This is an optimization exercise on Yosys and OpenROAD, whose aim is small area, not a production implementation. Function was checked by simulation only, so behaviour that the tests miss may differ from the original.

==> flow/design.v <==
module rf_hold (
    input  logic en,
    input  logic en_n,
    input  logic w,
    input  logic q,
    output logic d
);
    assign d = (en & w) | (en_n & q);
endmodule
module rf_ha (
    input  logic a,
    input  logic b,
    output logic s,
    output logic c
);
    assign s = a ^ b;
    assign c = a & b;
endmodule
module rf_aoi222 (
    input  logic [2:0] a,
    input  logic [2:0] b,
    output logic       y
);
    assign y = ~|(a & b);
endmodule
module rf_rd_bit (
    input  logic [30:0] sel,
    input  logic [30:0] q,
    output logic        y
);
    logic [10:0] n;
    for (genvar k = 0; k < 10; k++) begin : g_aoi
        rf_aoi222 u_aoi (.a(sel[3*k+2:3*k]), .b(q[3*k+2:3*k]), .y(n[k]));
    end
    assign n[10] = ~(sel[30] & q[30]);
    assign y = ~&n;
endmodule
module wb_stage_regfile (
    input  logic                CLK,
    input  logic                rst_n,
    input  logic [31:0]         PC_O,
    input  logic                Reg_Wr_En_O,
    input  logic [4:0]          mem_wb_rd,
    input  logic [31:0]         result_O,
    input  logic [1:0]          Src_to_Reg_O,
    input  logic [31:0]         DMEM_O,
    input  logic                wb_valid,
    input  logic [4:0]          rs1_addr,
    input  logic [4:0]          rs2_addr,
    output logic [31:0]         rs1_data,
    output logic [31:0]         rs2_data,
    output logic [31:0]         wb_data,
    output logic [4:0]          wb_rd,
    output logic                wb_we,
    output logic [63:0]         instret
);
    logic [31:0] regs [1:31];
    logic [31:0] regs_d [1:31];
    logic [31:1] vld;
    logic [31:0] sel_data;
    logic        eff_we;
    logic [63:0] instret_q;
    logic [31:1] row_we, row_we_n, sel1, sel2;
    logic [31:0] pc4;
    logic [31:2] pc_c;
    logic [4:0]  pc_blk;
    assign pc4[1:0]  = PC_O[1:0];
    assign pc_blk[0] = 1'b1;
    for (genvar k = 0; k < 4; k++) begin : g_pc_blk
        localparam int LO = 2 + 8*k;
        localparam int HI = (k == 3) ? 31 : LO + 7;
        assign pc_blk[k+1] = pc_blk[k] & (&PC_O[HI:LO]);
        if (k > 0) begin : g_cin
            assign pc_c[LO] = pc_blk[k];
        end
        for (genvar i = LO; i <= HI; i++) begin : g_bit
            if (i == 2) begin : g_first
                assign pc4[i]    = ~PC_O[i];
                assign pc_c[i+1] = PC_O[i];
            end else if (i < HI) begin : g_mid
                rf_ha u_ha (.a(PC_O[i]), .b(pc_c[i]), .s(pc4[i]), .c(pc_c[i+1]));
            end else begin : g_last
                assign pc4[i] = PC_O[i] ^ pc_c[i];
            end
        end
    end
    logic        src_res, src_mem, src_pc;
    logic [31:0] sel_data_n;
    assign src_res = (Src_to_Reg_O == 2'b00);
    assign src_mem = (Src_to_Reg_O == 2'b01);
    assign src_pc  = (Src_to_Reg_O == 2'b10);
    for (genvar b = 0; b < 32; b++) begin : g_wb
        rf_aoi222 u_sel (.a({src_pc, src_mem, src_res}), .b({pc4[b], DMEM_O[b], result_O[b]}), .y(sel_data_n[b]));
    end
    assign sel_data = ~sel_data_n;
    assign eff_we  = rst_n & Reg_Wr_En_O & wb_valid & (mem_wb_rd != 5'd0);
    assign wb_data = sel_data;
    assign wb_we   = eff_we;
    assign wb_rd   = mem_wb_rd;
    assign instret = instret_q;
    always_comb
        for (int i = 1; i < 32; i++) begin
            row_we[i]   = eff_we && mem_wb_rd == i[4:0];
            row_we_n[i] = ~row_we[i];
            sel1[i]     = vld[i] && rs1_addr == i[4:0];
            sel2[i]     = vld[i] && rs2_addr == i[4:0];
        end
    for (genvar i = 1; i < 32; i++) begin : g_row
        for (genvar b = 0; b < 32; b++) begin : g_bit
            rf_hold u_hold (.en(row_we[i]), .en_n(row_we_n[i]), .w(sel_data[b]), .q(regs[i][b]), .d(regs_d[i][b]));
        end
    end
    always_ff @(posedge CLK) begin
        for (int i = 1; i < 32; i++) regs[i] <= regs_d[i];
    end
    always_ff @(posedge CLK or negedge rst_n) begin
        if (!rst_n) vld <= '0;
        else        vld <= vld | row_we;
    end
    logic [63:0] instret_d;
    logic [63:0] cnt_c;
    logic [8:0]  cnt_blk;
    assign cnt_blk[0] = wb_valid;
    for (genvar k = 0; k < 8; k++) begin : g_cnt_blk
        assign cnt_blk[k+1] = cnt_blk[k] & (&instret_q[8*k+7:8*k]);
        assign cnt_c[8*k]   = cnt_blk[k];
        for (genvar i = 8*k; i < 8*k+8; i++) begin : g_bit
            if (i < 8*k+7) begin : g_mid
                rf_ha u_ha (.a(instret_q[i]), .b(cnt_c[i]), .s(instret_d[i]), .c(cnt_c[i+1]));
            end else begin : g_last
                assign instret_d[i] = instret_q[i] ^ cnt_c[i];
            end
        end
    end
    always_ff @(posedge CLK or negedge rst_n) begin
        if (!rst_n) instret_q <= '0;
        else        instret_q <= instret_d;
    end
    for (genvar b = 0; b < 32; b++) begin : g_bit
        logic [30:0] col;
        for (genvar i = 1; i < 32; i++) begin : g_col
            assign col[i-1] = regs[i][b];
        end
        rf_rd_bit u_rd1 (.sel(sel1), .q(col), .y(rs1_data[b]));
        rf_rd_bit u_rd2 (.sel(sel2), .q(col), .y(rs2_data[b]));
    end
endmodule
export LEC_CHECK = 0
export CAP_MARGIN = 20
export CORE_MARGIN = 2
export CORE_UTILIZATION = 30
export PLACE_DENSITY = 0.6
export SETUP_SLACK_MARGIN = 0.3
export SLEW_MARGIN = 20
export SYNTH_HIERARCHICAL = 1
create_clock -name core_clock -period 6.0 [get_ports {CLK}]
standard.sh (not shown) runs the stock make flow with config.mk's settings and CLKGATE_MAP_FILE= SYNTH_SCRIPT=/design/flow/synth_recipe.tcl, a recipe that flattens the netlist after the stock synthesis.
==> flow/flow/run.sh <==
#!/bin/bash
# Own flow: the standard layout, with smaller port buffers and a clock tree
# built from small buffers without dummy loads. make's output goes to
# standard.log; ORFS keeps each step's log under orfs/logs.
bash standard.sh finish \
  BUFFER_PORTS_ARGS="-buffer_cell sky130_fd_sc_hd__buf_1" \
  CTS_ARGS="-sink_clustering_enable -repair_clock_nets -dont_use_dummy_load -buf_list sky130_fd_sc_hd__clkbuf_4 -sink_clustering_size 10 -sink_clustering_max_diameter 40" \
  > standard.log 2>&1
Rerun with:
--- a/flow/flow/run.sh
+++ b/flow/flow/run.sh
@@ -3 +3 @@
-# built from small buffers without dummy loads. make's output goes to
+# built from mid-size buffers without dummy loads. make's output goes to
Settings changed: PLACE_DENSITY 0.6 to 0.5.
After rerunning:
- wire length climbs by 4.4%
- non-clock buffer count went down by 33
- hold slack gains 0.0047 ns
- fmax rose by 0.63%
- setup slack improved by 0.035 ns
- register-to-register slack improved by 0.04 ns

==> what the ideal ports hide <==
The flow's constraints put no driver on any port. The routed layouts listed below were extracted and timed again, unchanged, in two steps.
Step 1, drivers: a clkbuf_16 drives CLK and a buf_2 each remaining input, both assumed.
Step 2 times the ports against the registers' clock, not the clock port: input delays grow and output delays shrink by t, the midpoint of the rising clock arrivals with the driver on.
a / b / c = ideal ports / drivers / drivers and shift; a / b = the first two.
run	shift t [ns]	setup slack, ns	worst hold slack (ns)	latest minus earliest clock arrival (ns)	pins driven straight from the clock port
the first run	1.212	0.409 / 0.247 / 0.247	0.462 / 0.462 / 0.462	0.231 / 0.232	1
the second run	1.237	0.444 / 0.274 / 0.274	0.467 / 0.467 / 0.467	0.156 / 0.156	1
After both steps setup and hold are still met in every run listed. For the second run, which loses most, drivers alone change the setup slack by -0.170 ns; drivers and shift together by -0.170 ns.
